Context: an optimization exercise on an open-source flow, tuned for small area, a short achievable clock period and few clock cycles. The choices shown serve that exercise and are no tape-out recipe. In this exercise RTL edits were held to simulation tests only and were not proved equivalent to the original.

<file path="config.mk">
export PLATFORM = sky130hd
export DESIGN_NAME = radix_number_string_parser_unit
export DESIGN_NICKNAME = radix_number_string_parser_unit
export VERILOG_FILES = /design/flow/design.v
export SDC_FILE = /design/flow/constraint.sdc
export NUM_CORES = 4
export LEC_CHECK = 0
export ABC_CLOCK_PERIOD_IN_PS = 5000
export CAP_MARGIN = 20
export CORE_MARGIN = 2
export CORE_UTILIZATION = 60
export CTS_BUF_LIST = sky130_fd_sc_hd__clkbuf_8
export SETUP_SLACK_MARGIN = 4.5
export SLEW_MARGIN = 20
</file>
<file path="constraint.sdc">
create_clock -name core_clock -period 10.0 [get_ports {clk_i}]
set_input_delay 2.0000 -clock core_clock [delete_from_list [all_inputs] [get_ports {clk_i}]]
set_output_delay 2.0000 -clock core_clock [all_outputs]
set_load 0.01 [all_outputs]
</file>
<file path="run.sh">
#!/bin/bash
# synth_recipe.tcl (not shown) runs the flow's synth.tcl, then flattens the netlist and writes it again
# the make line also repeats each setting of config.mk as NAME=value (left out here)
make -C /OpenROAD-flow-scripts/flow DESIGN_CONFIG=/design/flow/config.mk WORK_HOME=/design/flow/orfs CLKGATE_MAP_FILE= SYNTH_SCRIPT=/design/flow/synth_recipe.tcl finish
</file>
<file path="design.v">
package rnsp_pkg;
  localparam logic [2:0] STAT_OK        = 3'd0;
  localparam logic [2:0] STAT_BAD_CHAR  = 3'd1;
  localparam logic [2:0] STAT_LATE_DIG  = 3'd2;
  localparam logic [2:0] STAT_TWO_POINT = 3'd3;
  localparam logic [2:0] STAT_OVERFLOW  = 3'd4;
endpackage
module radix_number_string_parser_unit #(
  parameter int VALUE_BITS    = 48,
  parameter int FRACTION_BITS = 16
) (
  input  logic                  clk_i,
  input  logic                  rst_ni,
  input  logic                  cfg_we_i,
  input  logic [5:0]            cfg_data_i,
  input  logic                  in_valid_i,
  output logic                  in_ready_o,
  input  logic [7:0]            char_code_i,
  input  logic                  is_last_i,
  output logic                  out_valid_o,
  input  logic                  out_ready_i,
  output logic [2:0]            status_o,
  output logic signed [VALUE_BITS-1:0] value_o
);
  localparam logic [2:0] ST_OK   = 3'd0;
  localparam logic [2:0] ST_BAD  = 3'd1;
  localparam logic [2:0] ST_LATE = 3'd2;
  localparam logic [2:0] ST_TWOP = 3'd3;
  localparam logic [2:0] ST_OVF  = 3'd4;
  localparam logic [1:0] PH_NONE   = 2'd0;
  localparam logic [1:0] PH_DIGITS = 2'd1;
  localparam logic [1:0] PH_CLOSED = 2'd2;
  localparam logic [2:0] CK_IDLE = 3'd0;
  localparam logic [2:0] CK_DREC = 3'd1;
  localparam logic [2:0] CK_WAIT = 3'd2;
  localparam logic [2:0] CK_MUL  = 3'd3;
  localparam logic [2:0] CK_RES  = 3'd4;
  localparam logic [2:0] OP_ADD   = 3'd0;   
  localparam logic [2:0] OP_ADDHI = 3'd1;   
  localparam logic [2:0] OP_LOAD  = 3'd2;   
  localparam logic [2:0] OP_ZERO  = 3'd3;   
  localparam logic [2:0] OP_MUL   = 3'd4;   
  localparam logic [2:0] OP_MULHI = 3'd5;   
  localparam logic [2:0] OP_SWAP  = 3'd6;   
  localparam logic [2:0] OP_RES   = 3'd7;   
  function automatic logic [12:0] radix_info(input logic [5:0] r);
    logic [5:0] ns;
    logic [5:0] cc;
    logic       p2;
    ns = 6'd15; cc = 6'd2; p2 = 1'b0;
    case (r)
      6'd2:  begin ns = 6'd48; cc = 6'd1;  p2 = 1'b1; end
      6'd3:  begin ns = 6'd31; cc = 6'd1;  p2 = 1'b0; end
      6'd4:  begin ns = 6'd24; cc = 6'd3;  p2 = 1'b1; end
      6'd5:  begin ns = 6'd21; cc = 6'd2;  p2 = 1'b0; end
      6'd6:  begin ns = 6'd19; cc = 6'd2;  p2 = 1'b0; end
      6'd7:  begin ns = 6'd18; cc = 6'd1;  p2 = 1'b0; end
      6'd8:  begin ns = 6'd16; cc = 6'd7;  p2 = 1'b1; end
      6'd9:  begin ns = 6'd16; cc = 6'd1;  p2 = 1'b0; end
      6'd10: begin ns = 6'd15; cc = 6'd2;  p2 = 1'b0; end
      6'd11: begin ns = 6'd14; cc = 6'd8;  p2 = 1'b0; end
      6'd12: begin ns = 6'd14; cc = 6'd2;  p2 = 1'b0; end
      6'd13: begin ns = 6'd13; cc = 6'd12; p2 = 1'b0; end
      6'd14: begin ns = 6'd13; cc = 6'd4;  p2 = 1'b0; end
      6'd15: begin ns = 6'd13; cc = 6'd2;  p2 = 1'b0; end
      6'd16: begin ns = 6'd12; cc = 6'd15; p2 = 1'b1; end
      6'd17: begin ns = 6'd12; cc = 6'd8;  p2 = 1'b0; end
      6'd18: begin ns = 6'd12; cc = 6'd4;  p2 = 1'b0; end
      6'd19: begin ns = 6'd12; cc = 6'd2;  p2 = 1'b0; end
      6'd20: begin ns = 6'd12; cc = 6'd1;  p2 = 1'b0; end
      6'd21: begin ns = 6'd11; cc = 6'd16; p2 = 1'b0; end
      6'd22: begin ns = 6'd11; cc = 6'd10; p2 = 1'b0; end
      6'd23: begin ns = 6'd11; cc = 6'd6;  p2 = 1'b0; end
      6'd24: begin ns = 6'd11; cc = 6'd4;  p2 = 1'b0; end
      6'd25: begin ns = 6'd11; cc = 6'd2;  p2 = 1'b0; end
      6'd26: begin ns = 6'd11; cc = 6'd1;  p2 = 1'b0; end
      6'd27: begin ns = 6'd11; cc = 6'd1;  p2 = 1'b0; end
      6'd28: begin ns = 6'd10; cc = 6'd26; p2 = 1'b0; end
      6'd29: begin ns = 6'd10; cc = 6'd19; p2 = 1'b0; end
      6'd30: begin ns = 6'd10; cc = 6'd14; p2 = 1'b0; end
      6'd31: begin ns = 6'd10; cc = 6'd10; p2 = 1'b0; end
      6'd32: begin ns = 6'd10; cc = 6'd7;  p2 = 1'b1; end
      6'd33: begin ns = 6'd10; cc = 6'd6;  p2 = 1'b0; end
      6'd34: begin ns = 6'd10; cc = 6'd4;  p2 = 1'b0; end
      6'd35: begin ns = 6'd10; cc = 6'd3;  p2 = 1'b0; end
      6'd36: begin ns = 6'd10; cc = 6'd2;  p2 = 1'b0; end
      default: begin ns = 6'd15; cc = 6'd2; p2 = 1'b0; end
    endcase
    radix_info = {p2, cc, ns};
  endfunction
  function automatic logic [5:0] eff_radix(input logic [5:0] r);
    logic [5:0] e;
    e = r;
    if (r == 6'd0) begin
      e = 6'd10;
    end else if (r < 6'd2) begin
      e = 6'd2;
    end else if (r > 6'd36) begin
      e = 6'd36;
    end
    eff_radix = e;
  endfunction
  function automatic logic [9:0] div4(input logic [5:0] rem_in,
                                      input logic [3:0] bits,
                                      input logic [5:0] r,
                                      input logic [6:0] r2,
                                      input logic [6:0] r3);
    logic [7:0] t;
    logic [8:0] s1, s2, s3;
    logic [5:0] rm;
    logic [3:0] q;
    rm = rem_in;
    q  = '0;
    for (int i = 1; i >= 0; i--) begin
      t  = {rm, bits[2*i+1], bits[2*i]};
      s1 = {1'b0, t} - {3'd0, r};
      s2 = {1'b0, t} - {2'd0, r2};
      s3 = {1'b0, t} - {2'd0, r3};
      if (!s3[8]) begin
        q[2*i +: 2] = 2'd3;
        rm = s3[5:0];
      end else if (!s2[8]) begin
        q[2*i +: 2] = 2'd2;
        rm = s2[5:0];
      end else if (!s1[8]) begin
        q[2*i +: 2] = 2'd1;
        rm = s1[5:0];
      end else begin
        q[2*i +: 2] = 2'd0;
        rm = t[5:0];
      end
    end
    div4 = {rm, q};
  endfunction
  logic [5:0]  r_q;
  logic [6:0]  r3_q;
  logic [5:0]  rm9_q;
  logic [5:0]  nsat_q;
  logic [5:0]  c_q;
  logic        p2_q;
  logic [5:0]  cfg_eff;
  logic [12:0] cfg_info;
  assign cfg_eff  = eff_radix(cfg_data_i);
  assign cfg_info = radix_info(cfg_eff);
  always_ff @(posedge clk_i or negedge rst_ni) begin
    if (!rst_ni) begin
      r_q    <= 6'd10;
      r3_q   <= 7'd30;
      rm9_q  <= 6'd1;
      nsat_q <= 6'd15;
      c_q    <= 6'd2;
      p2_q   <= 1'b0;
    end else if (cfg_we_i) begin
      r_q    <= cfg_eff;
      r3_q   <= {cfg_eff, 1'b0} + {1'b0, cfg_eff};
      rm9_q  <= (cfg_eff > 6'd9) ? cfg_eff - 6'd9 : 6'd0;
      nsat_q <= cfg_info[5:0];
      c_q    <= cfg_info[11:6];
      p2_q   <= cfg_info[12];
    end
  end
  localparam int EW = 12;
  logic [EW-1:0] in_ent;
  logic [7:0]    cc;
  logic          in_isd;
  logic [5:0]    in_dv;
  logic          in_ok_dig, in_space, in_sign, in_minus, in_point;
  assign cc = char_code_i;
  logic in_num, in_let;
  assign in_num    = (cc >= 8'h30 && cc <= 8'h39);
  assign in_let    = (cc >= 8'h41 && cc <= 8'h5a) || (cc >= 8'h61 && cc <= 8'h7a);
  assign in_dv     = in_num ? {2'd0, cc[3:0]} : ({1'b0, cc[4:0]} + 6'd9);
  assign in_isd    = in_num || in_let;
  assign in_ok_dig = (in_num && ({2'd0, cc[3:0]} < r_q)) || (in_let && ({1'b0, cc[4:0]} < rm9_q));
  assign in_space  = (cc == 8'h20);
  assign in_minus  = (cc == 8'h2d);
  assign in_sign   = (cc == 8'h2b) || in_minus;
  assign in_point  = (cc == 8'h2e);
  assign in_ent    = {is_last_i, in_point, in_minus, in_sign, in_space,
                      in_ok_dig, in_ok_dig ? in_dv : 6'd0};
  logic          h_v_q, s_v_q;
  logic [EW-1:0] h_q, s_q;
  logic          push, pop;
  assign in_ready_o = !s_v_q;
  assign push       = in_valid_i && !s_v_q;
  always_ff @(posedge clk_i or negedge rst_ni) begin
    if (!rst_ni) begin
      h_v_q <= 1'b0;
      s_v_q <= 1'b0;
    end else begin
      if (pop) begin
        if (s_v_q) begin
          s_v_q <= 1'b0;
        end else begin
          h_v_q <= push;
        end
      end else if (push) begin
        if (h_v_q) begin
          s_v_q <= 1'b1;
        end else begin
          h_v_q <= 1'b1;
        end
      end
    end
  end
  always_ff @(posedge clk_i) begin
    if (pop) begin
      h_q <= s_v_q ? s_q : in_ent;
    end else if (push && !h_v_q) begin
      h_q <= in_ent;
    end
    if (push && h_v_q && !pop) begin
      s_q <= in_ent;
    end
  end
  logic [5:0] h_dv;
  logic       h_dig, h_space, h_sign, h_minus, h_point, h_last, h_bad;
  assign {h_last, h_point, h_minus, h_sign, h_space, h_dig, h_dv} = h_q;
  assign h_bad = !h_dig && !h_space && !h_sign && !h_point;
  logic [47:0] w_q, w_d;
  logic [23:0] wm_q;     
  logic        mh_d;
  logic [5:0]  n_q, k_q;
  logic [1:0]  phase_q;
  logic        point_q, neg_q, fresh_q;
  logic        mh_q;
  logic [5:0]  wc6_q;
  logic [2:0]  ck_q, ck_cnt_q;
  logic        ck_last_q;
  logic        pa_v_q;
  logic [2:0]  pa_op_q;
  logic        pa_hi_q, pa_mul_q;
  logic [29:0] pa_p_q;
  logic [2:0]  pa_err_q;
  logic        pa_cchk_q, pa_first_q, pa_last_q;
  logic [47:0] acc_q, value_q;
  logic        clo_q;
  logic [2:0]  erra_q;
  logic        nega_q, pta_q, fina_q;
  logic        out_valid_q;
  logic [2:0]  status_q;
  logic        a_go, p_ready, vq_free, asm_now;
  logic [1:0] ph_c;
  logic       pt_c, ng_c;
  logic [5:0] n_c;
  logic       sat, top;
  assign ph_c = fresh_q ? PH_NONE : phase_q;
  assign pt_c = fresh_q ? 1'b0 : point_q;
  assign ng_c = fresh_q ? 1'b0 : neg_q;
  assign n_c  = fresh_q ? 6'd0 : n_q;
  assign sat  = (n_c >= nsat_q);
  assign top  = (n_c == nsat_q - 6'd1);
  logic        ck_idle;
  logic [5:0]  dmul;
  logic [23:0] w_in;
  logic [29:0] prod_d, prod_r;
  logic        big, big_q;
  logic [47:0] w_step;
  assign ck_idle = (ck_q == CK_IDLE);
  assign dmul    = (ck_q == CK_MUL) ? value_q[5:0] : h_dv;
  assign w_in    = wm_q;
  assign prod_d  = w_in * dmul;
  assign prod_r  = w_in * r_q + {24'd0, mh_q ? wc6_q : 6'd0};
  assign big     = big_q;
  assign w_step  = mh_q ? {prod_r[23:0], w_q[23:0]} : {18'd0, prod_r};
  logic ch_go;      
  logic dig_lo;     
  logic drec_go, drec_lo;
  logic mul_go, mul_lo;
  logic adv;
  assign dig_lo  = h_dig && !fresh_q && !sat && big && !mh_q;
  assign ch_go   = ck_idle && h_v_q && p_ready;
  assign adv     = ch_go && !dig_lo;
  assign pop     = adv;
  assign drec_go = (ck_q == CK_DREC) && (k_q != 6'd0);
  assign drec_lo = drec_go && big && !mh_q;
  assign mul_go  = (ck_q == CK_MUL) && p_ready;
  assign mul_lo  = mul_go && big && !mh_q;
  logic       dnz;
  logic       vpnt;
  logic       pchk;
  logic       cchk;
  logic [2:0] cerr;
  logic [1:0] ph_n;
  logic       pt_n, ng_n;
  assign dnz = (h_dv != 6'd0);
  always_comb begin
    cerr = ST_OK;
    ph_n = ph_c;
    pt_n = pt_c;
    ng_n = ng_c;
    vpnt = 1'b0;
    pchk = 1'b0;
    cchk = 1'b0;
    if (h_dig) begin
      if (ph_c == PH_CLOSED) begin
        cerr = ST_LATE;
      end else begin
        ph_n = PH_DIGITS;
        if (dnz && sat) begin
          cerr = ST_OVF;
        end else if (dnz && pt_c && top && (h_dv > c_q)) begin
          cerr = ST_OVF;
        end else begin
          cchk = dnz && !pt_c && top;
          pchk = dnz && pt_c && top && (h_dv == c_q) && !p2_q;
        end
      end
    end else if (h_space) begin
      if (ph_c == PH_DIGITS) begin
        ph_n = PH_CLOSED;
      end
    end else if (h_sign && ph_c == PH_DIGITS) begin
      ph_n = PH_CLOSED;
      ng_n = h_minus;
    end else if (h_point && ph_c == PH_DIGITS) begin
      if (pt_c) begin
        cerr = ST_TWOP;
      end else if (sat) begin
        cerr = ST_OVF;
      end else begin
        pt_n = 1'b1;
        vpnt = 1'b1;
      end
    end else begin
      cerr = ST_BAD;
    end
  end
  logic        y1_fire;
  logic [9:0]  y1_out, y2_out, y3_out, y4_out;
  logic [3:0]  yb1_q, yb2_q, yb3_q, yb4_q;
  logic [5:0]  yr1_q, yr2_q, yr3_q;
  logic        y2_v_q, y3_v_q, y4_v_q;
  logic        y_first_q, y2_first_q, y3_first_q, y4_first_q;
  logic [15:0] yf_q;
  logic [2:0]  cap_q;
  assign y1_fire = adv && h_dig && !pt_c;
  assign y1_out  = div4(h_dv, y_first_q ? 4'd0 : yb1_q, r_q, {r_q, 1'b0}, r3_q);
  assign y2_out  = div4(yr1_q, y2_first_q ? 4'd0 : yb2_q, r_q, {r_q, 1'b0}, r3_q);
  assign y3_out  = div4(yr2_q, y3_first_q ? 4'd0 : yb3_q, r_q, {r_q, 1'b0}, r3_q);
  assign y4_out  = div4(yr3_q, y4_first_q ? 4'd0 : yb4_q, r_q, {r_q, 1'b0}, r3_q);
  always_ff @(posedge clk_i) begin
    if (y1_fire) begin
      yb1_q <= y1_out[3:0];
      yr1_q <= y1_out[9:4];
    end
    if (y2_v_q) begin
      yb2_q <= y2_out[3:0];
      yr2_q <= y2_out[9:4];
    end
    if (y3_v_q) begin
      yb3_q <= y3_out[3:0];
      yr3_q <= y3_out[9:4];
    end
    if (y4_v_q) begin
      yb4_q <= y4_out[3:0];
    end
    if (adv && vpnt) begin
      yf_q[15:12] <= yb1_q;
    end
    if (cap_q[0]) begin
      yf_q[11:8] <= yb2_q;
    end
    if (cap_q[1]) begin
      yf_q[7:4] <= yb3_q;
    end
    if (cap_q[2]) begin
      yf_q[3:0] <= yb4_q;
    end
  end
  always_ff @(posedge clk_i or negedge rst_ni) begin
    if (!rst_ni) begin
      y2_v_q     <= 1'b0;
      y3_v_q     <= 1'b0;
      y4_v_q     <= 1'b0;
      y_first_q  <= 1'b1;
      y2_first_q <= 1'b0;
      y3_first_q <= 1'b0;
      y4_first_q <= 1'b0;
      cap_q      <= 3'd0;
    end else begin
      y2_v_q     <= y1_fire;
      y3_v_q     <= y2_v_q;
      y4_v_q     <= y3_v_q;
      y2_first_q <= y_first_q;
      y3_first_q <= y2_first_q;
      y4_first_q <= y3_first_q;
      cap_q      <= {cap_q[1:0], adv && vpnt};
      if (adv && h_last) begin
        y_first_q <= 1'b1;
      end else if (adv && h_dig) begin
        y_first_q <= 1'b0;
      end
    end
  end
  always_ff @(posedge clk_i or negedge rst_ni) begin
    if (!rst_ni) begin
      fresh_q   <= 1'b1;
      mh_q      <= 1'b0;
      ck_q      <= CK_IDLE;
      ck_cnt_q  <= 3'd0;
      ck_last_q <= 1'b0;
      pa_v_q    <= 1'b0;
    end else begin
      if (adv) begin
        fresh_q <= h_last;
      end
      mh_q <= mh_d;
      if (ch_go || mul_go || ((ck_q == CK_DREC) && (k_q == 6'd0) && p_ready) ||
          ((ck_q == CK_RES) && p_ready)) begin
        pa_v_q <= 1'b1;
      end else if (a_go) begin
        pa_v_q <= 1'b0;
      end
      case (ck_q)
        CK_IDLE: begin
          if (adv && pchk) begin
            ck_q      <= CK_DREC;
            ck_last_q <= h_last;
          end
        end
        CK_DREC: begin
          if (k_q == 6'd0 && p_ready) begin
            ck_q <= CK_WAIT;
          end
        end
        CK_WAIT: begin
          if (!pa_v_q || a_go) begin
            ck_q     <= CK_MUL;
            ck_cnt_q <= 3'd0;
          end
        end
        CK_MUL: begin
          if (mul_go && !mul_lo) begin
            ck_cnt_q <= ck_cnt_q + 3'd1;
            if (ck_cnt_q == 3'd7) begin
              ck_q <= CK_RES;
            end
          end
        end
        default: begin
          if (p_ready) begin
            ck_q <= CK_IDLE;
          end
        end
      endcase
    end
  end
  always_comb begin
    mh_d = mh_q;
    if ((ch_go && h_dig && !fresh_q && !sat && big) || (drec_go && big) || (mul_go && big)) begin
      mh_d = !mh_q;
    end
    w_d = w_q;
    if (ch_go) begin
      if (dig_lo) begin
        w_d[23:0] = prod_r[23:0];
      end else if (fresh_q) begin
        w_d = h_dig ? {42'd0, r_q} : 48'd1;
      end else if (vpnt || pchk) begin
        w_d = 48'd1;
      end else if (h_dig) begin
        w_d = w_step;
      end
    end else if (drec_go) begin
      if (drec_lo) begin
        w_d[23:0] = prod_r[23:0];
      end else begin
        w_d = w_step;
      end
    end
  end
  always_ff @(posedge clk_i) begin
    w_q  <= w_d;
    wm_q <= mh_d ? w_d[47:24] : w_d[23:0];
    if (ch_go) begin
      if (dig_lo) begin
        wc6_q     <= prod_r[29:24];
      end else begin
        phase_q <= ph_n;
        point_q <= pt_n;
        neg_q   <= ng_n;
        n_q     <= n_c + {5'd0, h_dig && !(&n_c)};
        if (fresh_q) begin
          big_q <= 1'b0;
        end else if (vpnt || pchk) begin
          big_q <= 1'b0;
        end else if (h_dig) begin
          big_q <= mh_q || (|prod_r[29:24]);
        end
        if (vpnt) begin
          k_q <= n_c;
        end
      end
    end else if (drec_go) begin
      if (drec_lo) begin
        wc6_q <= prod_r[29:24];
      end else begin
        big_q <= mh_q || (|prod_r[29:24]);
        k_q   <= k_q - 6'd1;
      end
    end
    if (ch_go) begin
      pa_p_q     <= fresh_q ? {24'd0, h_dv} : prod_d;
      pa_first_q <= fresh_q;
      if (dig_lo) begin
        pa_op_q    <= OP_ADD;
        pa_hi_q    <= 1'b0;
        pa_mul_q   <= 1'b0;
        pa_err_q   <= ST_OK;
        pa_cchk_q  <= 1'b0;
        pa_last_q  <= 1'b0;
        pa_first_q <= 1'b0;
      end else begin
        pa_op_q   <= fresh_q ? OP_LOAD : (vpnt ? OP_ZERO : (mh_q ? OP_ADDHI : OP_ADD));
        pa_hi_q   <= !fresh_q && !vpnt && mh_q;
        pa_mul_q  <= 1'b0;
        pa_err_q  <= cerr;
        pa_cchk_q <= cchk;
        pa_last_q <= h_last && !pchk;
      end
    end else if (mul_go) begin
      pa_p_q     <= prod_d;
      pa_op_q    <= mul_lo ? OP_ADD : (mh_q ? OP_MULHI : OP_MUL);
      pa_hi_q    <= mh_q;
      pa_mul_q   <= !mul_lo;
      pa_err_q   <= ST_OK;
      pa_cchk_q  <= 1'b0;
      pa_first_q <= 1'b0;
      pa_last_q  <= 1'b0;
    end else if (p_ready) begin
      pa_op_q    <= (ck_q == CK_DREC) ? OP_SWAP : OP_RES;
      pa_hi_q    <= 1'b0;
      pa_mul_q   <= 1'b0;
      pa_err_q   <= ST_OK;
      pa_cchk_q  <= 1'b0;
      pa_first_q <= 1'b0;
      pa_last_q  <= (ck_q == CK_RES) && ck_last_q;
    end
  end
  logic        op_hi, op_mul, op_z;
  logic [54:0] sum;
  logic        carry;
  logic [2:0]  char_err;
  assign op_hi  = pa_hi_q;
  assign op_mul = pa_mul_q;
  assign op_z   = (pa_op_q == OP_LOAD) || (pa_op_q == OP_ZERO);
  assign sum    = {6'd0, op_hi & clo_q, op_z ? 48'd0 : acc_q} +
                  (op_hi ? {1'b0, pa_p_q, 24'd0} : {25'd0, pa_p_q});
  assign carry  = |sum[54:48];
  logic ovf_pend_q;
  logic [2:0] erra_eff;
  assign erra_eff = (erra_q == ST_OK && ovf_pend_q) ? ST_OVF : erra_q;
  always_comb begin
    char_err = pa_err_q;
    if (pa_err_q == ST_OK) begin
      if ((pa_op_q == OP_RES) && (|acc_q)) begin
        char_err = ST_OVF;
      end
    end
  end
  assign vq_free = !out_valid_q || out_ready_i;
  assign asm_now = fina_q && vq_free && !cap_q[0] && !cap_q[1];
  assign a_go    = pa_v_q && (!fina_q || asm_now) && !((pa_op_q == OP_ZERO) && !vq_free);
  assign p_ready = !pa_v_q || a_go;
  logic [15:0] fq;
  logic [47:0] qv, qneg;
  logic        r_ovf;
  logic [2:0]  res_status;
  logic [47:0] res_value;
  assign fq    = pta_q ? {yf_q[15:4], cap_q[2] ? yb4_q : yf_q[3:0]} : 16'd0;
  assign qv    = {acc_q[31:0], fq};
  assign qneg  = 48'd0 - qv;
  assign r_ovf = (|acc_q[47:32]) ||
                 (acc_q[31] && !(nega_q && !(|acc_q[30:0]) && !(|fq)));
  always_comb begin
    if (erra_eff != ST_OK) begin
      res_status = erra_eff;
      res_value  = '0;
    end else if (r_ovf) begin
      res_status = ST_OVF;
      res_value  = '0;
    end else begin
      res_status = ST_OK;
      res_value  = nega_q ? qneg : qv;
    end
  end
  always_ff @(posedge clk_i or negedge rst_ni) begin
    if (!rst_ni) begin
      fina_q      <= 1'b0;
      out_valid_q <= 1'b0;
      status_q    <= ST_OK;
    end else begin
      if (asm_now) begin
        out_valid_q <= 1'b1;
        status_q    <= res_status;
      end else if (out_valid_q && out_ready_i) begin
        out_valid_q <= 1'b0;
      end
      if (a_go && (pa_op_q == OP_ZERO)) begin
        out_valid_q <= 1'b0;
      end
      if (a_go) begin
        fina_q <= pa_last_q;
      end else if (asm_now) begin
        fina_q <= 1'b0;
      end
    end
  end
  always_ff @(posedge clk_i) begin
    if (a_go) begin
      if (op_mul) begin
        acc_q <= sum[53:6];
      end else if (pa_op_q == OP_SWAP || pa_op_q == OP_RES) begin
        acc_q <= value_q;
      end else begin
        acc_q <= sum[47:0];
      end
      clo_q <= sum[48];
      if (pa_op_q == OP_ZERO || pa_op_q == OP_SWAP) begin
        value_q <= acc_q;
      end
      ovf_pend_q <= pa_cchk_q && carry;
      if (pa_first_q) begin
        erra_q <= char_err;
      end else if (erra_eff == ST_OK) begin
        erra_q <= char_err;
      end else begin
        erra_q <= erra_eff;
      end
      if (pa_last_q) begin
        nega_q <= neg_q;
        pta_q  <= point_q;
      end
    end
    if (mul_go && !mul_lo) begin
      value_q <= {value_q[5:0], value_q[47:6]};
    end
    if (asm_now) begin
      value_q <= res_value;
    end
  end
  assign out_valid_o = out_valid_q;
  assign status_o    = status_q;
  assign value_o     = value_q;
endmodule
</file>
==> summary.txt, run 1 <==
Routing
  – Starting DRC count in detailed routing: between 2k and 3k
  – Vias per cell: 6.51
  – DRC violations left: 0
  – Top Layer Used: met4
  – Wirelength per Cell: about 24 microns
  – First-pass DRT Iterations: 9
  – Antenna viol nets, final: 0
  – WL met1: 47,500 microns
  – Met2 WL: 55,000 microns
  – Post-Route WL: about 120,000 microns
  – WL met3: between 9000 and 10,000 microns
  – Via count: 32.4k

Placement
  – Cells after DPL: 4,743
  – Routability Congestion: slightly above 1
  – Placed cell area: 38,300 sq um
  – # port buffers: 72
  – Hpwl dp: approximately 85,000 microns

Logic synthesis
  – Distinct cells, synth: 104
  – Synth Area per Inst: 9.19 sq um
  – Seq cells post-synth: 370
  – Post-synthesis sequential area ratio: 27.2%
  – Cell Area, Synth: 37,000 sq um
  – Number of enable flip-flop cells after synthesis: 236
  – Synthesized Nets: 4,594
  – Fraction of registers with async set/reset: 15.4%
  – Synth Warn #: 1
  – Dominant synthesized flop cell: edfxtp_1
  – Mapped Cells: 4,029

GRT
  – Largest net degree at the start of global routing: 59
  – First-pass GRT wire length: ~180,000 microns
  – Vias in the first global route: 31.9k
  – Initial antenna violation count: 1
  – Remaining Overflow, GRT: 0
  – Total global-route track usage: 36.6%

Timing
  – Slew margin rel.: 26.9%
  – Worst clock skew: ~0.05 ns
  – Sum of negative setup slack: 0 ns
  – Slew Viols, Final: 0
  – Tcrit/Tclk final: 55.3%
  – Final Hold Slack: 0.443 ns
  – FMAX: 181 MHz
  – RSZ-0062 raised after global routing: yes
  – Slew @ Worst Pin: 1.09 ns
  – Final Hold Viols: 0
  – Final Critical Period: 5.53 ns
  – # setup viols final: 0

Worst setup path
  – Crit path largest cell delay: 0.70 ns
  – Slowest cell on the critical path: dfstp_4
  – CP Class: reg -> reg
  – Worst path buffer plus inverter count: 3
  – WP data arrival: 6.07 ns
  – CP cell instances: buf_12 > buf_12 > and2_1 > fa_2 > fa_1 > fa_1 > ha_1 > ha_4 > a21o_1 > a21oi_1 > nor2b_1 > o41ai_2 > buf_4 > o221ai_2 > xor2_1 > mux2_2 > a21o_1 > a22o_1 > mux2_2
  – Worst Path Required: approximately 11 ns
  – Crit path launch type: flop
  – Crit end category: flop
  – Top Family by Delay on Critical Path: adder cells
  – Crit-path max FO: 9

Die
  – Ports: 73
  – # rows: 91
  – Core area: between 60,000 and 70,000 sq um
  – Die W: 252 microns
  – Die ar.: about 64,000 sq um
  – Die Y: 252 microns
  – Initial core utilization: 60.3%

Cells and area
  – Fraction of layout cells with a size suffix above 1: 12.0%
  – Area growth, synth to finish: 12.1%
  – Layout Nets: 4,685
  – Fin area: 41,500 sq um
  – Non-filler cells, final: 4,972

Min path
  – Min-Delay Path Class: reg -> reg

CTS
  – Clk slew on worst S/H paths: 0.06 ns
  – Cts hold-fix bufs: 0
  – Clock latency (worst-skew pair): approximately 0.7 ns
  – CTS buffer count: 72
  – CTS tree: built
  – H-tree depth: 3
  – Clock buffer depth: 3
  – Clock Sink Count: 370
  – Root Driver: clkbuf_8

Run
  – Max cap viols: 0

Run status
  – Status: finished clean
-- path summary, 6_finish.rpt --
path	start	depth (start not counted)	endpoint	slack (ns)
min reg2reg	y_first_q	0	y2_first_q	0.44
min	y_first_q	0	y2_first_q	0.44
max	r_q[3]	19	wm_q[0]	4.47
min in group asynchronous	rst_ni	1	rm9_q[3]	1.38
max reg2reg	r_q[3]	19	wm_q[0]	4.47
max in group asynchronous	rst_ni	1	ck_q[1]	7.98
-- sequential cells by signal (all words and copies together), names as in the netlist, 12 cells and up --
signal	flops
wm_q	24
value_q	48
w_q	48
s_q	12
acc_q	48
h_q	12
pa_p_q	30
yf_q	16
-- cells in the mapped netlist (19+ instances only) --
cell type  count  share of area (%)
ha_1         341                 12
a211oi_1      41               0.83
nor2_1       231                2.3
o21ai_0      223                3.0
xor2_1       101                2.4
mux2i_1       94                2.5
nor3_1        45               0.61
edfxtp_1     236                 19
o21bai_1      29               0.59
mux2_2        70                2.1
o31ai_1       26               0.53
clkbuf_1     155                1.6
a21oi_1      234                3.2
dfrtp_1       43                2.9
inv_1        273                2.8
nand4_1       24               0.41
fa_1         204                 11
nor2b_1       72                1.2
nand3_1       42               0.57
and3_1        26               0.44
o211ai_1      19               0.39
nand2_1      368                3.7
nand2b_1      58               0.98
o22ai_1       63                1.1
a21o_1       116                2.4
and2_1       269                4.5
dfxtp_1       77                4.2
xnor2_1      116                2.7
o21a_1        28               0.57
a31oi_1       32               0.54
-- what timing repair did --
action                                  in CTS  in global routing
buffers inserted                            32                 50
pin swaps                                   16                 70
resized for setup                           64                120
gates cloned                                 6                  4
endpoints found under the setup margin     103                 61
-- layout by cell type, fill, tap and decap left out, drive strengths merged, types with 64 or more instances in the layout --
master / synthesis / layout
a21o: 116 / 116
clkbuf: 155 / 76
ha: 341 / 341
buf: 29 / 121
a21oi: 234 / 234
mux2: 70 / 78
o22ai: 64 / 64
nor2b: 73 / 73
mux2i: 94 / 94
and2: 269 / 269
edfxtp: 236 / 236
xnor2: 116 / 116
nand2: 369 / 370
clkdlybuf4s50: 0 / 70
fa: 204 / 204
nor2: 233 / 233
dfxtp: 77 / 77
o21ai: 232 / 232
xor2: 101 / 101
inv: 273 / 296
-- cell families (layout without fill, tap and decap cells) --
group	Yosys count	count (layout)	share of synthesized area (%)
fa+ha+maj	545	545	22.6
other cells	0	4	0
mux	164	172	4.67
xor+xnor	217	217	5.13
buf+inv	461	601	4.81
flops	370	370	27.2
compound gates	1034	1034	18.6
simple gates	1238	1239	17.0
-- stage by stage --
step	worst slack (ns)	utilization, %
floorplan	4.40	-
global placement	3.67	62.4
detailed placement	3.46	62.4
CTS	4.45	66.1
global route	4.38	67.6
finish	4.47	67.7
-- layer usage --
| layer | vias up | track usage [%] |
|---|---|---|
| met3 | 408 | 5.88 |
| met2 | 1550 | 58.6 |
| met4 | 0 | 19.5 |
| met1 | 15900 | 47.8 |
| li1 | 14500 | - |
| met5 | - | 0 |
-- final cells by class --
cell class / count / area [sq um]
diodes: 4 / 10.0
clock buffers: 75 / 1030
clock inverters: 57 / 531
fillers: 4835 / 19800
inverters: 277 / 1040
multi-input cells: 3207 / 26100
flip-flops and latches: 370 / 10100
well taps: 790 / 988
repair buffers: 192 / 1750
Testbench counts, summed over its fixed seeds: cycles 5,608.
==> run 2: changes to the inputs <==
--- a/config.mk
+++ b/config.mk
@@ -9,6 +9,5 @@
 export CAP_MARGIN = 20
 export CORE_MARGIN = 2
 export CORE_UTILIZATION = 60
-export CTS_BUF_LIST = sky130_fd_sc_hd__clkbuf_8
-export SETUP_SLACK_MARGIN = 4.5
+export SETUP_SLACK_MARGIN = 4.7
 export SLEW_MARGIN = 20
==> run 2 against run 1 <==
Now fails the layout checks on antenna rules. Non-clock buffer count is 69 higher. Final cell count is 0.50% higher. Global-route usage is 0.37 points higher. Clock skew is 0.017 ns lower. First-iteration DRC count is 12% higher. Maximum frequency is 1.7% higher. Core utilization is 2.1 points higher. Highest routed layer is now met5.
==> summary.txt, run 2 <==
Run status
  – Status: finished with violations
  – Layout check faults: antenna rules

CTS
  – H-tree depth: 2 (-1)
  – Clock latency (worst-skew pair): 0.63 ns (-0.07 ns)
  – Clk slew on worst S/H paths: 0.06 ns (about the same)
  – Clock Sink Count: 370 (unchanged)
  – Root Driver: clkbuf_16
  – CTS buffer count: 45 (-38%)
  – CTS tree: built
  – Clock buffer depth: 3 (unchanged)

Logic synthesis
  – Top cells by area, synth: edfxtp_1, ha_1, fa_1
  – Synth top cells by count: nand2_1, ha_1, inv_1
  – Synthesized Nets: 4,594 (unchanged)
  – Top-area cell type share of the netlist area: 19.1% (unchanged)
  – Number of enable flip-flop cells after synthesis: 236 (unchanged)
  – Synth Warn #: 1 (unchanged)
  – Seq cells post-synth: 370 (unchanged)
  – Top-count cell post-synth: nand2_1
  – Distinct cells, synth: 104 (unchanged)
  – Mapped Cells: 4,029 (unchanged)
  – Dominant synthesized flop cell: edfxtp_1
  – Synth area leader: edfxtp_1
  – Synth Area per Inst: 9.19 sq um (unchanged)
  – Post-synthesis sequential area ratio: 27.2% (unchanged)
  – Fraction of registers with async set/reset: 15.4% (unchanged)
  – Cell Area, Synth: 37,000 sq um (unchanged)

Cells and area
  – Util after Layout: 69.8% (+2.1 points)
  – Most frequent cells in the layout: nand2_1, ha_1, inv_1
  – Most common cell after layout, fill and taps aside: nand2_1
  – Area growth, synth to finish: 15.7%
  – Biggest regs: acc_q: 48 flops, value_q: 48 flops, w_q: 48 flops
  – Fill cell count: 4,564 (-5.6%)
  – Fraction of layout cells with a size suffix above 1: 15.3% (+3.3 points)
  – Layout Nets: 4,729 (+0.94%)

Timing
  – # setup viols final: 0 (unchanged)
  – RSZ-0062 raised after global routing: yes
  – Slew margin rel.: 29.1% (+2.2 points)
  – Slew @ Worst Pin: 1.06 ns (-0.0231 ns)
  – Tcrit/Tclk final: 54.3% (-0.93 points)
  – Final Hold Viols: 0 (unchanged)
  – Worst clock skew: 0.0332 ns (-0.0169 ns)
  – Final Critical Period: 5.43 ns (-0.0931 ns)
  – FMAX: 184 MHz (+1.7%)
  – Slew Viols, Final: 0 (unchanged)
  – Sum of negative setup slack: 0 ns (unchanged)

Routing
  – Wirelength per Cell: 24.3 microns (+1.3%)
  – Post-Route WL: 121,000 microns (+1.8%)
  – Via count: 32.7k (+0.84%)
  – Starting DRC count in detailed routing: 3,274 (+12%)
  – First-pass DRT Iterations: 6 (-3)
  – DRC violations left: 0 (unchanged)
  – Antenna viol nets, final: 1 (+1)
  – Vias per cell: 6.54 (+0.33%)

Worst setup path
  – Crit-path max FO: 11 (+2)
  – WP data arrival: 5.93 ns (-0.14 ns)
  – Crit end category: flop
  – Worst Path Required: 10.50 ns (-0.04 ns)
  – Crit path launch type: flop
  – CP Class: reg -> reg

Die
  – Core area: 61,400 sq um (unchanged)
  – Die W: 252 microns (unchanged)
  – # rows: 91 (unchanged)
  – Die ar.: 63,700 sq um (unchanged)
  – Ports: 73 (unchanged)
  – Die Y: 252 microns (unchanged)
  – Initial core utilization: 60.3% (unchanged)

GRT
  – Largest net degree at the start of global routing: 84 (+42%)
  – Total global-route track usage: 37.0% (+0.37 points)
  – First-pass GRT wire length: 183,000 microns (+1.3%)
  – Remaining Overflow, GRT: 0 (unchanged)
  – Initial antenna violation count: 5 (+4)
  – Vias in the first global route: 32.1k (+0.64%)

Placement
  – # port buffers: 72 (unchanged)
  – Routability Congestion: 0.950 (-5.6%)
  – Hpwl dp: 85,200 microns (-0.17%)

Run
  – Max cap viols: 0 (unchanged)

Min path
  – Min-Delay Path Class: reg -> reg
==> run 2: cell types whose count changed in the layout (fill, tap and decap cells not counted), moves of 11 or more <==
cell       before  now
clkbuf_8       75    4
buf_4         106  163
clkbuf_16       1   49
inv_1         286  256
ha_1          321  298
ha_4           13   28
a21oi_1       225  211
mux2_2         69   55
mux2_4          9   23
a21oi_2         8   19
==> run 2: final cells by class <==
cell class | instances | area [sq um] | area share, %
antenna | 6 | 15.0 | 0.0351
clock buffer | 62 | 1290 | 3.02
clock inverter | 22 | 270 | 0.631
inverter | 277 | 1050 | 2.44
multi-input combinational | 3208 | 26700 | 62.4
sequential | 370 | 10100 | 23.6
tap | 790 | 988 | 2.31
timing repair buffer | 261 | 2370 | 5.53
timing repair inverter | 1 | 5.00 | 0.0117
==> run 2: routing by layer <==
metal	share of wire [%]	vias to the layer above	global-route usage (%)
met3	8.9	331	6.61
met1	40	16000	49.1
li1	-	14600	-
met2	46	1693	59.7
met5	0.023	-	0
met4	4.8	4	15.6
==> run 2: cell families (layout without fill, tap and decap cells) <==
logic type      Yosys count  count (layout)  share of synthesized area, %
mux                     164             172                          4.67
fa+ha+maj               545             545                          22.6
xor+xnor                217             217                          5.13
flops                   370             370                          27.2
buf+inv                 461             623                          4.81
simple gates           1238            1240                          17.0
other cells               0               6                             0
compound gates         1034            1034                          18.6
==> run 2: critical path, cell delays in order (launching register included) <==
cell and delay, ns:
dfrtp_2 0.44, buf_4 0.14, buf_4 0.14, bufbuf_16 0.27
and2_1 0.15, fa_1 0.55, fa_1 0.45, fa_1 0.53
ha_1 0.32, ha_2 0.35, o21ai_0 0.22, a21oi_1 0.13
a221oi_2 0.32, buf_4 0.18, o21ai_4 0.08, a21o_1 0.19
a211o_1 0.33, mux2_4 0.29, o211ai_1 0.13, a2bb2oi_1 0.11
==> run 2: what timing repair did <==
item	in CTS	in global routing
pin swaps	41	108
resized for setup	109	217
buffers inserted	73	74
cloned	12	3
endpoints found under the setup margin	112	89
hold buffers	0	0
hold endpoints to repair	0	0
==> run 2: through the flow <==
| stage | cell area, sq um | setup WS, ns | cells | hold slack [ns] |
|---|---|---|---|---|
| global route | 42800 | 4.43 | 4992 | 0.479 |
| floorplan | 37200 | 4.60 | 4029 | 0.382 |
| detailed placement | 38500 | 3.78 | 4745 | 0.429 |
| CTS | 41300 | 4.63 | 4914 | 0.458 |
| global placement | 38500 | 3.89 | 4745 | 0.436 |
| finish | 42800 | 4.57 | 4997 | 0.458 |
==> run 2: path summary, 6_finish.rpt <==
path	start	endpoint	slack [ns]	cells past startpoint
max	r_q[2]	wm_q[3]	4.57	19
min	y2_first_q	y3_first_q	0.46	0
max reg2reg	r_q[2]	wm_q[3]	4.57	19
min reg2reg	y2_first_q	y3_first_q	0.46	0
max in group asynchronous	rst_ni	r_q[2]	7.82	2
min in group asynchronous	rst_ni	mh_q	1.52	2
==> run 3: changes to the inputs <==
--- a/config.mk
+++ b/config.mk
@@ -8,6 +8,6 @@
 export ABC_CLOCK_PERIOD_IN_PS = 5000
 export CAP_MARGIN = 20
 export CORE_MARGIN = 2
-export CORE_UTILIZATION = 60
-export SETUP_SLACK_MARGIN = 4.7
+export CORE_UTILIZATION = 50
+export SETUP_SLACK_MARGIN = 4.4
 export SLEW_MARGIN = 20
==> run 3 against run 2 <==
Now clean on timing, DRC and antenna. First-iteration DRC count is 22% lower. Worst setup slack worse by 0.025 ns. Critical endpoint is now wm_q[0]. Wire length is 5.0% lower.
==> summary.txt, run 3 <==
Worst setup path
  – Crit path launch type: flop
  – Crit-path max FO: 10 (-1)
  – Crit end category: flop
  – Worst Path Required: 10.48 ns (-0.02 ns)
  – CP Class: reg -> reg
  – Crit path launch: r_q[0]
  – Critical R2R Launch: r_q[0]
  – WP data arrival: 5.94 ns (about the same)

Logic synthesis
  – Top cells by area, synth: edfxtp_1, ha_1, fa_1
  – Post-synthesis sequential area ratio: 27.2% (unchanged)
  – Top-area cell type share of the netlist area: 19.1% (unchanged)
  – Compound-Gate Fraction of Synth Area: 18.6% (unchanged)
  – Mux contribution to synthesized area: 4.67% (unchanged)
  – Top-count cell post-synth: nand2_1
  – Synth Area in Adders: 22.6% (unchanged)
  – Mapped Cells: 4,029 (unchanged)
  – Synth area leader: edfxtp_1
  – Dominant synthesized flop cell: edfxtp_1
  – XOR/XNOR share of the synthesized area: 5.13% (unchanged)
  – Synth Area per Inst: 9.19 sq um (unchanged)
  – Main combinational cell family by area after synthesis: adder cells
  – Distinct cells, synth: 104 (unchanged)
  – Cell Area, Synth: 37,000 sq um (unchanged)
  – Number of enable flip-flop cells after synthesis: 236 (unchanged)
  – Fraction of registers with async set/reset: 15.4% (unchanged)
  – Simple logic cell fraction of the synthesized area: 17.0% (unchanged)
  – Synth top cells by count: nand2_1, ha_1, inv_1
  – Synthesized Nets: 4,594 (unchanged)
  – Seq cells post-synth: 370 (unchanged)
  – Synth Warn #: 1 (unchanged)

Timing
  – FMAX: 183 MHz (-0.45%)
  – Sum of negative setup slack: 0 ns (unchanged)
  – Slew Viols, Final: 0 (unchanged)
  – Worst clock skew: 0.0245 ns (-0.00878 ns)
  – Setup ws final: 4.54 ns (-0.0247 ns)
  – # setup viols final: 0 (unchanged)
  – Final Hold Viols: 0 (unchanged)
  – RSZ-0062 raised after global routing: yes
  – Slew @ Worst Pin: 0.923 ns (-0.141 ns)
  – Tcrit/Tclk final: 54.6% (+0.25 points)
  – Slew margin rel.: 38.1% (+9.0 points)
  – Final Critical Period: 5.46 ns (+0.0247 ns)

GRT
  – Total global-route track usage: 29.5% (-7.4 points)
  – Remaining Overflow, GRT: 0 (unchanged)
  – Initial antenna violation count: 0 (-5)
  – First-pass GRT wire length: 177,000 microns (-3.1%)
  – Largest net degree at the start of global routing: 82 (-2.4%)
  – Vias in the first global route: 29.8k (-7.3%)

Min path
  – Hold path startpoint: w_q[26]
  – Min-Delay Path Class: reg -> reg

Cells and area
  – Util after Layout: 56.4% (-13 points)
  – Fin area: 41,200 sq um (-3.7%)
  – Diode count: 0 (-6)
  – Non-filler cells, final: 5,067 (+1.4%)
  – Fraction of layout cells with a size suffix above 1: 9.98% (-5.3 points)
  – Most common cell after layout, fill and taps aside: nand2_1
  – Layout Nets: 4,636 (-2.0%)
  – Fill cell count: 6,595 (+45%)
  – Area growth, synth to finish: 11.4%
  – Most frequent cells in the layout: nand2_1, ha_1, inv_1
  – Biggest regs: acc_q: 48 flops, value_q: 48 flops, w_q: 48 flops

Die
  – Die ar.: 76,200 sq um (+20%)
  – Core area: 73,100 sq um (+19%)
  – # rows: 99 (+8.8%)
  – Ports: 73 (unchanged)
  – Initial core utilization: 50.7% (-9.7 points)
  – Die W: 276 microns (+9.4%)
  – Die Y: 276 microns (+9.4%)

Routing
  – Via count: 30.6k (-6.3%)
  – Wirelength per Cell: 22.8 microns (-6.3%)
  – First-pass DRT Iterations: 7 (+1)
  – Starting DRC count in detailed routing: 2,565 (-22%)
  – Post-Route WL: 115,000 microns (-5.0%)
  – DRC violations left: 0 (unchanged)
  – Vias per cell: 6.04 (-7.6%)
  – Antenna viol nets, final: 0 (-1)

Placement
  – Pre-CTS WS: 3.34 ns (-0.435 ns)
  – Cells after DPL: 4,918 (+3.6%)
  – Placed cell area: 38,600 sq um (+0.35%)
  – # port buffers: 72 (unchanged)
  – Routability Congestion: 0.963 (+1.3%)
  – Hpwl dp: 83,000 microns (-2.7%)

CTS
  – Clock Sink Count: 370 (unchanged)
  – Clock latency (worst-skew pair): 0.60 ns (-0.03 ns)
  – Clk slew on worst S/H paths: 0.06 ns (about the same)
  – CTS buffer count: 45 (unchanged)
  – CTS tree: built
  – Root Driver: clkbuf_16
  – Clock buffer depth: 3 (unchanged)
  – H-tree depth: 2 (unchanged)
  – Cts hold-fix bufs: 0 (unchanged)

Run status
  – Status: finished clean

Run
  – Max cap viols: 0 (unchanged)
[run 3: cell counts after synthesis]
Identical to the previous run, type by type.
[run 3: path summary, 6_finish.rpt]
path | slack [ns] | depth (start not counted) | to
max | 4.54 | 18 | wm_q[0]
min | 0.46 | 2 | w_q[26]
max reg2reg | 4.54 | 18 | wm_q[0]
min reg2reg | 0.46 | 2 | w_q[26]
max in group asynchronous | 7.82 | 1 | r_q[0]
min in group asynchronous | 1.51 | 1 | rm9_q[2]
[run 3: final cells by class]
type	instances	area [sq um]	area share, %
flip-flops and latches	370	10100	24.5
inverters	277	1050	2.54
clock buffers	59	1240	3.00
multi-input cells	3204	25800	62.5
well taps	959	1200	2.91
clock inverters	25	290	0.704
repair buffers	173	1590	3.87
[run 3: routing by layer]
layer | wire length [microns] | vias up | track usage [%]
li1 | - | 14400 | -
met1 | 52200 | 15000 | 41.5
met2 | 51800 | 984 | 46.7
met3 | 6790 | 226 | 4.00
met4 | 4640 | 0 | 10.7
met5 | 0 | - | 0
[run 3: per-stage QoR]
stage	hold slack (ns)
after floorplan	0.382
after detailed placement	0.442
final	0.456
after CTS	0.455
after global routing	0.478
after global placement	0.436
[run 3: kinds of logic after synthesis]
family | Yosys count
AO/OA/AOI/OAI | 1034
XOR/XNOR | 217
adder cells (fa/ha/maj) | 545
buffers and inverters | 461
flip-flops | 370
multiplexers | 164
AND/OR/NAND/NOR | 1238
[run 3: repair_timing]
item	in CTS	in global routing
gates cloned	6	2
endpoints found under the setup margin	99	56
resized for setup	51	76
pin swaps	5	35
buffers inserted	24	33
[run 3: worst max-delay path: stages (launching register included)]
cell and delay (ns):
dfrtp_4 0.50, buf_12 0.15, buf_4 0.18, and2_1 0.16, fa_1 0.49, fa_1 0.45, fa_1 0.49, ha_1 0.35
ha_4 0.28, a21o_1 0.18, a21o_1 0.17, a221o_2 0.42, nor3_4 0.19, o221ai_2 0.16, xor2_2 0.23, mux2_4 0.29
a21o_1 0.18, a22o_1 0.21, mux2_2 0.26
==> run 4: changes to the inputs <==
--- a/config.mk
+++ b/config.mk
@@ -9,5 +9,6 @@
 export CAP_MARGIN = 20
 export CORE_MARGIN = 2
 export CORE_UTILIZATION = 50
+export PLACE_DENSITY = 0.7
 export SETUP_SLACK_MARGIN = 4.4
 export SLEW_MARGIN = 20
==> run 4 against run 3 <==
Still clean on timing, DRC and antenna. Sequential share of layout area grew 0.052 points. Worst hold slack got worse by 0.019 ns. Area after synthesis unchanged. Register-to-register slack worse by 0.02 ns. Synthesized cell count stayed put. Die area stayed put. Via count is 1.0% higher. Core utilization down 0.086 points. Clock-buffer cell count unchanged. Critical path type unchanged. Largest cell class unchanged.
==> summary.txt, run 4 <==
Cells and area
  – Most frequent cells in the layout: nand2_1, ha_1, inv_1
  – Biggest regs: acc_q: 48 flops, value_q: 48 flops, w_q: 48 flops
  – Area growth, synth to finish: 11.2%
  – Most common cell after layout, fill and taps aside: nand2_1
  – Fraction of layout cells with a size suffix above 1: 9.72% (-0.26 points)
  – Layout Nets: 4,631 (-0.11%)
  – Util after Layout: 56.3% (-0.086 points)
  – Fill cell count: 6,434 (-2.4%)
  – Diode count: 0 (unchanged)

CTS
  – Clock buffer depth: 3 (unchanged)
  – Root Driver: clkbuf_16
  – H-tree depth: 2 (unchanged)
  – Clock latency (worst-skew pair): 0.61 ns (about the same)
  – Clock Sink Count: 370 (unchanged)
  – Clk slew on worst S/H paths: 0.06 ns (about the same)
  – CTS buffer count: 45 (unchanged)
  – CTS tree: built

Die
  – Initial core utilization: 50.7% (unchanged)
  – Die W: 276 microns (unchanged)
  – Ports: 73 (unchanged)
  – Die ar.: 76,200 sq um (unchanged)
  – Die Y: 276 microns (unchanged)
  – Core area: 73,100 sq um (unchanged)
  – # rows: 99 (unchanged)

Routing
  – Wirelength per Cell: 21.4 microns (-6.2%)
  – Antenna viol nets, final: 0 (unchanged)
  – Starting DRC count in detailed routing: 2,884 (+12%)
  – Via count: 30.9k (+1.0%)
  – DRC violations left: 0 (unchanged)
  – Vias per cell: 6.11 (+1.1%)
  – Post-Route WL: 108,000 microns (-6.3%)
  – First-pass DRT Iterations: 8 (+1)

Timing
  – RSZ-0062 raised after global routing: no
  – Tcrit/Tclk final: 54.7% (+0.18 points)
  – Worst clock skew: 0.0251 ns (+0.000640 ns)
  – Slew @ Worst Pin: 1.06 ns (+0.135 ns)
  – Final Hold Viols: 0 (unchanged)
  – Sum of negative setup slack: 0 ns (unchanged)
  – Setup ws final: 4.53 ns (-0.0182 ns)
  – Slew Viols, Final: 0 (unchanged)
  – Slew margin rel.: 29.5% (-8.6 points)
  – Final Critical Period: 5.47 ns (+0.0182 ns)
  – FMAX: 183 MHz (-0.33%)
  – # setup viols final: 0 (unchanged)

Worst setup path
  – Worst Path Required: 10.47 ns (about the same)
  – CP cell instances: buf_12 > and2_1 > fa_1 > inv_1 > fa_1 > inv_1 > fa_1 > inv_2 > fa_1 > inv_2 > ha_4 > o21a_1 > o31a_1 > o41ai_4 > a21o_1 > o21ai_4 > a21o_1 > a211o_1 > mux2_2 > o211ai_1 > a2bb2oi_1
  – CP Class: reg -> reg
  – WP data arrival: 5.94 ns (about the same)
  – Critical R2R Launch: r_q[0]
  – Crit path launch: r_q[0]
  – Crit end category: flop
  – Slowest cell on the critical path: fa_1
  – Most used cell, CP: fa_1
  – Top Family by Delay on Critical Path: adder cells
  – Crit-path max FO: 31 (+21)
  – Crit path launch type: flop
  – Crit path largest cell delay: 0.54 ns (+0.04 ns)
  – Worst path buffer plus inverter count: 5 (+3)

GRT
  – First-pass GRT wire length: 169,000 microns (-4.9%)
  – Largest net degree at the start of global routing: 84 (+2.4%)
  – Initial antenna violation count: 2 (+2)
  – Vias in the first global route: 29.7k (-0.16%)
  – Total global-route track usage: 27.7% (-1.9 points)
  – Remaining Overflow, GRT: 0 (unchanged)

Logic synthesis
  – Top-count cell post-synth: nand2_1
  – Synthesized Nets: 4,594 (unchanged)
  – Dominant synthesized flop cell: edfxtp_1
  – Synth area leader: edfxtp_1
  – Synth Warn #: 1 (unchanged)
  – Number of enable flip-flop cells after synthesis: 236 (unchanged)
  – Synth Area per Inst: 9.19 sq um (unchanged)
  – Cell Area, Synth: 37,000 sq um (unchanged)
  – Fraction of registers with async set/reset: 15.4% (unchanged)
  – Distinct cells, synth: 104 (unchanged)
  – Synth top cells by count: nand2_1, ha_1, inv_1
  – Top cells by area, synth: edfxtp_1, ha_1, fa_1
  – Post-synthesis sequential area ratio: 27.2% (unchanged)
  – Top-area cell type share of the netlist area: 19.1% (unchanged)
  – Seq cells post-synth: 370 (unchanged)
  – Mapped Cells: 4,029 (unchanged)

Min path
  – Hold path startpoint: yb1_q[3]
  – Min-Delay Path Class: reg -> reg

Placement
  – Pre-CTS WS: 3.53 ns (+0.189 ns)
  – Hpwl dp: 77,900 microns (-6.2%)
  – # port buffers: 72 (unchanged)
  – Routability Congestion: 0.977 (+1.5%)

Run status
  – Status: finished clean

Run
  – Max cap viols: 0 (unchanged)
## run 4: worst reg2reg max path: cells and delay by family (launching register included)
kind                     cells  cell delay, ns
AO/OA/AOI/OAI                9            1.83
adder cells (fa/ha/maj)      5            2.24
buffers and inverters        5            0.37
flip-flops                   1            0.44
multiplexers                 1            0.29
AND/OR/NAND/NOR              1            0.18
## run 4: layout make-up
cell class / instances / area [sq um] / share of cell area [%]
timing repair buffer: 168 / 1520 / 3.69
sequential: 370 / 10100 / 24.5
clock inverter: 25 / 315 / 0.766
inverter: 277 / 1040 / 2.53
tap: 959 / 1200 / 2.91
multi-input combinational: 3204 / 25700 / 62.4
clock buffer: 59 / 1280 / 3.11
## run 4: per-layer routing
metal / wire length (microns) / global-route usage [%] / up-vias
met5: 13 / 0 / -
met4: 4480 / 11.5 / 2
met3: 7450 / 3.94 / 231
met2: 50000 / 44.6 / 1251
met1: 46300 / 37.5 / 15000
li1: - / - / 14400
## run 4: worst paths after layout
path | endpoint | slack, ns | cells past startpoint
max in group asynchronous | r_q[2] | 7.85 | 1
worst max-delay path | wm_q[3] | 4.53 | 21
worst max register to register | wm_q[3] | 4.53 | 21
worst min-delay path | yf_q[15] | 0.44 | 0
min in group asynchronous | rm9_q[5] | 1.51 | 1
worst min register to register | yf_q[15] | 0.44 | 0
## run 4: timing repair
action	4_1_cts	5_1_grt
cloned	5	1
hold buffers	0	0
gates resized for setup	43	65
endpoints found under the setup margin	92	61
pin swaps	4	33
setup buffers	17	47
## run 4: kinds of logic after synthesis
kind of cell / synth area share [%]
adder cells (fa/ha/maj): 22.6
buffers and inverters: 4.81
multiplexers: 4.67
flip-flops: 27.2
AND/OR/NAND/NOR: 17.0
AO/OA/AOI/OAI: 18.6
XOR/XNOR: 5.13
## run 4: through the flow
step                instances  hold WS (ns)  instance area (sq um)
floorplan                4029         0.382                  37100
CTS                      5013         0.444                  40500
global placement         4907         0.432                  38500
detailed placement       4907         0.441                  38500
global route             5062         0.450                  41200
finish                   5062         0.437                  41200
==> run 5: changes to the inputs <==
--- a/config.mk
+++ b/config.mk
@@ -9,6 +9,5 @@
 export CAP_MARGIN = 20
 export CORE_MARGIN = 2
 export CORE_UTILIZATION = 50
-export PLACE_DENSITY = 0.7
-export SETUP_SLACK_MARGIN = 4.4
+export SETUP_SLACK_MARGIN = 4.6
 export SLEW_MARGIN = 20
==> run 5 against run 4 <==
Final cell count up 0.71%. Clock-buffer cell count up 4. Core utilization up 1.0 points. First-iteration DRC count down 11%. Wire length up 6.8%. Non-clock buffer count up 32. Die area unchanged. Register-to-register slack better by 0.10 ns. Clock skew up 0.013 ns. Critical path type unchanged.
==> summary.txt, run 5 <==
Run status
  – Status: finished clean

Min path
  – Min-Delay Path Class: reg -> reg

Die
  – Die W: 276 microns (unchanged)
  – Initial core utilization: 50.7% (unchanged)
  – Die ar.: 76,200 sq um (unchanged)
  – Core area: 73,100 sq um (unchanged)
  – Die Y: 276 microns (unchanged)
  – # rows: 99 (unchanged)
  – Ports: 73 (unchanged)

Logic synthesis
  – Top-area cell type share of the netlist area: 19.1% (unchanged)
  – Fraction of registers with async set/reset: 15.4% (unchanged)
  – Synth top cells by count: nand2_1, ha_1, inv_1
  – Cell Area, Synth: 37,000 sq um (unchanged)
  – Distinct cells, synth: 104 (unchanged)
  – Post-synthesis sequential area ratio: 27.2% (unchanged)
  – Top-count cell post-synth: nand2_1
  – Top cells by area, synth: edfxtp_1, ha_1, fa_1
  – Dominant synthesized flop cell: edfxtp_1
  – Synth Area per Inst: 9.19 sq um (unchanged)
  – Mapped Cells: 4,029 (unchanged)
  – Synthesized Nets: 4,594 (unchanged)
  – Synth area leader: edfxtp_1
  – Number of enable flip-flop cells after synthesis: 236 (unchanged)
  – Seq cells post-synth: 370 (unchanged)
  – Synth Warn #: 1 (unchanged)

Cells and area
  – Fill cell count: 6,634 (+3.1%)
  – Non-filler cells, final: 5,098 (+0.71%)
  – Fraction of layout cells with a size suffix above 1: 11.9% (+2.2 points)
  – Layout Nets: 4,665 (+0.73%)
  – Diode count: 0 (unchanged)
  – Most common cell after layout, fill and taps aside: nand2_1
  – Register area: 10,100 sq um (about the same)
  – Most frequent cells in the layout: nand2_1, ha_1, inv_1
  – Area of the multi-input gates: 26,200 sq um (+1.8%)
  – Area growth, synth to finish: 13.2%
  – Biggest regs: acc_q: 48 flops, value_q: 48 flops, w_q: 48 flops

GRT
  – Largest net degree at the start of global routing: 84 (unchanged)
  – First-pass GRT wire length: 178,000 microns (+5.5%)
  – Vias in the first global route: 30.0k (+1.1%)
  – Initial antenna violation count: 2 (unchanged)
  – Total global-route track usage: 29.6% (+1.9 points)
  – Remaining Overflow, GRT: 0 (unchanged)

CTS
  – Root Driver: clkbuf_16
  – Clock buffer depth: 3 (unchanged)
  – Clk slew on worst S/H paths: 0.06 ns (about the same)
  – CTS tree: built
  – Clock latency (worst-skew pair): 0.62 ns (about the same)
  – CTS buffer count: 47 (+4.4%)
  – Clock Sink Count: 370 (unchanged)
  – H-tree depth: 2 (unchanged)

Placement
  – Hpwl dp: 82,200 microns (+5.6%)
  – # port buffers: 72 (unchanged)
  – Routability Congestion: 0.933 (-4.5%)
  – Cells after DPL: 4,916 (+0.18%)

Routing
  – Antenna viol nets, final: 0 (unchanged)
  – Vias per cell: 6.05 (-0.96%)
  – First-pass DRT Iterations: 5 (-3)
  – Post-Route WL: 116,000 microns (+6.8%)
  – DRC violations left: 0 (unchanged)
  – Wirelength per Cell: 22.7 microns (+6.0%)
  – Via count: 30.8k (-0.26%)
  – Starting DRC count in detailed routing: 2,576 (-11%)

Worst setup path
  – Crit-path max FO: 6 (-81%)
  – CP Class: reg -> reg
  – Crit path launch: r_q[1]
  – Worst Path Required: 10.49 ns (+0.02 ns)
  – Crit end category: flop
  – RR Endpoint: wm_q[0]
  – Crit path launch type: flop
  – WP data arrival: 5.86 ns (-0.08 ns)
  – Critical Path Sink: wm_q[0]
  – Worst reg2reg setup slack: 4.63 ns (+0.10 ns)
  – Critical R2R Launch: r_q[1]
  – R2R cell count: 18 (-14%)

Timing
  – Slew margin rel.: 30.0% (+0.48 points)
  – RSZ-0062 raised after global routing: yes
  – Worst clock skew: 0.0381 ns (+0.0130 ns)
  – FMAX: 186 MHz (+1.9%)
  – Slew Viols, Final: 0 (unchanged)
  – Final Critical Period: 5.37 ns (-0.105 ns)
  – Final Hold Viols: 0 (unchanged)
  – Tcrit/Tclk final: 53.7% (-1.0 points)
  – # setup viols final: 0 (unchanged)
  – Slew @ Worst Pin: 1.05 ns (-0.00722 ns)
  – Sum of negative setup slack: 0 ns (unchanged)

Run
  – Max cap viols: 0 (unchanged)
-- run 5: worst max-delay path: stages, from the launching register on --
cell and delay (ns):
dfstp_2 0.55, buf_12 0.15, buf_12 0.12, and2_1 0.12, fa_1 0.44, fa_1 0.59
fa_1 0.46, ha_4 0.30, ha_4 0.21, a21o_1 0.18, a21o_1 0.17, a221o_2 0.39
nor3_4 0.23, o221ai_2 0.17, xor2_2 0.21, mux2_4 0.30, a21o_1 0.16, a22o_1 0.21
mux2_4 0.27
-- run 5: metal layers --
layer / routed length (microns) / global-route usage, %
met2: 52800 / 47.6
met4: 4410 / 10.3
met5: 0 / 0
met3: 7520 / 3.95
met1: 50800 / 41.1
-- run 5: how the worst min path moves through the flow --
| stage | from | end | slack, ns | depth (start not counted) |
|---|---|---|---|---|
| final | y3_first_q | y4_first_q | 0.44 | 0 |
| after global routing | y3_first_q | y4_first_q | 0.45 | 0 |
| after CTS | y_first_q | y2_first_q | 0.44 | 0 |
| after detailed placement | y2_first_q | y3_first_q | 0.45 | 0 |
| after global placement | w_q[26] | w_q[26] | 0.44 | 2 |
| after floorplan | y3_first_q | y4_first_q | 0.38 | 0 |
-- run 5: logic make-up (layout without fill, tap and decap cells) --
kind of cell	Yosys count	after routing	synth area share, %
AND/OR/NAND/NOR	1238	1238	17.0
AO/OA/AOI/OAI	1034	1034	18.6
adder cells (fa/ha/maj)	545	545	22.6
buffers and inverters	461	565	4.81
flip-flops	370	370	27.2
XOR/XNOR	217	217	5.13
multiplexers	164	170	4.67
-- run 5: what timing repair did --
| action | in CTS | in global routing |
|---|---|---|
| cloned | 7 | 2 |
| pin swaps | 18 | 75 |
| resized for setup | 73 | 123 |
| setup buffers | 41 | 44 |
| hold buffers | 0 | 0 |
| endpoints found under the setup margin | 102 | 81 |
-- run 5: stage by stage --
| step | cell area (sq um) | worst slack (ns) | utilization (%) | hold slack (ns) |
|---|---|---|---|---|
| 6_report | 41900 | 4.63 | 57.4 | 0.445 |
| 2_1_floorplan | 37100 | 4.57 | - | 0.382 |
| 5_1_grt | 41900 | 4.49 | 57.4 | 0.448 |
| 3_3_place_gp | 38600 | 3.77 | 52.8 | 0.442 |
| 3_5_place_dp | 38600 | 3.72 | 52.8 | 0.452 |
| 4_1_cts | 41000 | 4.55 | 56.1 | 0.437 |
-- run 5: cell type report --
cell class,instances,share of cell area [%]
Timing Repair Buffer,200,4.33
Sequential cell,370,24.1
Tap cell,959,2.86
Clock inverter,25,0.594
Clock buffer,63,3.20
Inverter,277,2.49
Multi-Input combinational cell,3204,62.4

-- port drivers added, routing unchanged --
How much do the figures lean on ideal ports? The routed layouts below were timed once more, with nothing changed but the port constraints.
Step 1 assumes that a clkbuf_16 drives the clock port and a buf_2 every other input.
Step 2 also shifts input and output timing later by t, the mid clock arrival at the registers, as if the neighbouring blocks saw the same clock.
Slacks: ideal ports / drivers / drivers and shift; pairs: ideal ports / drivers.
run | shift t [ns] | setup WS [ns] | worst register clock-pin slew, ns | pins driven straight from the clock port
run 1 | 0.726 | 4.475 / 4.475 / 4.202 | 0.08 / 0.08 | 1
run 2 | 0.676 | 4.568 / 4.568 / 4.118 | 0.07 / 0.07 | 1
run 3 | 0.653 | 4.543 / 4.543 / 4.127 | 0.07 / 0.07 | 1
run 4 | 0.660 | 4.525 / 4.525 / 4.103 | 0.08 / 0.08 | 1
run 5 | 0.671 | 4.630 / 4.630 / 4.177 | 0.07 / 0.07 | 1
The setup slack of run 5, which loses most, moves by 0.000 ns with the drivers and by -0.453 ns with both steps.
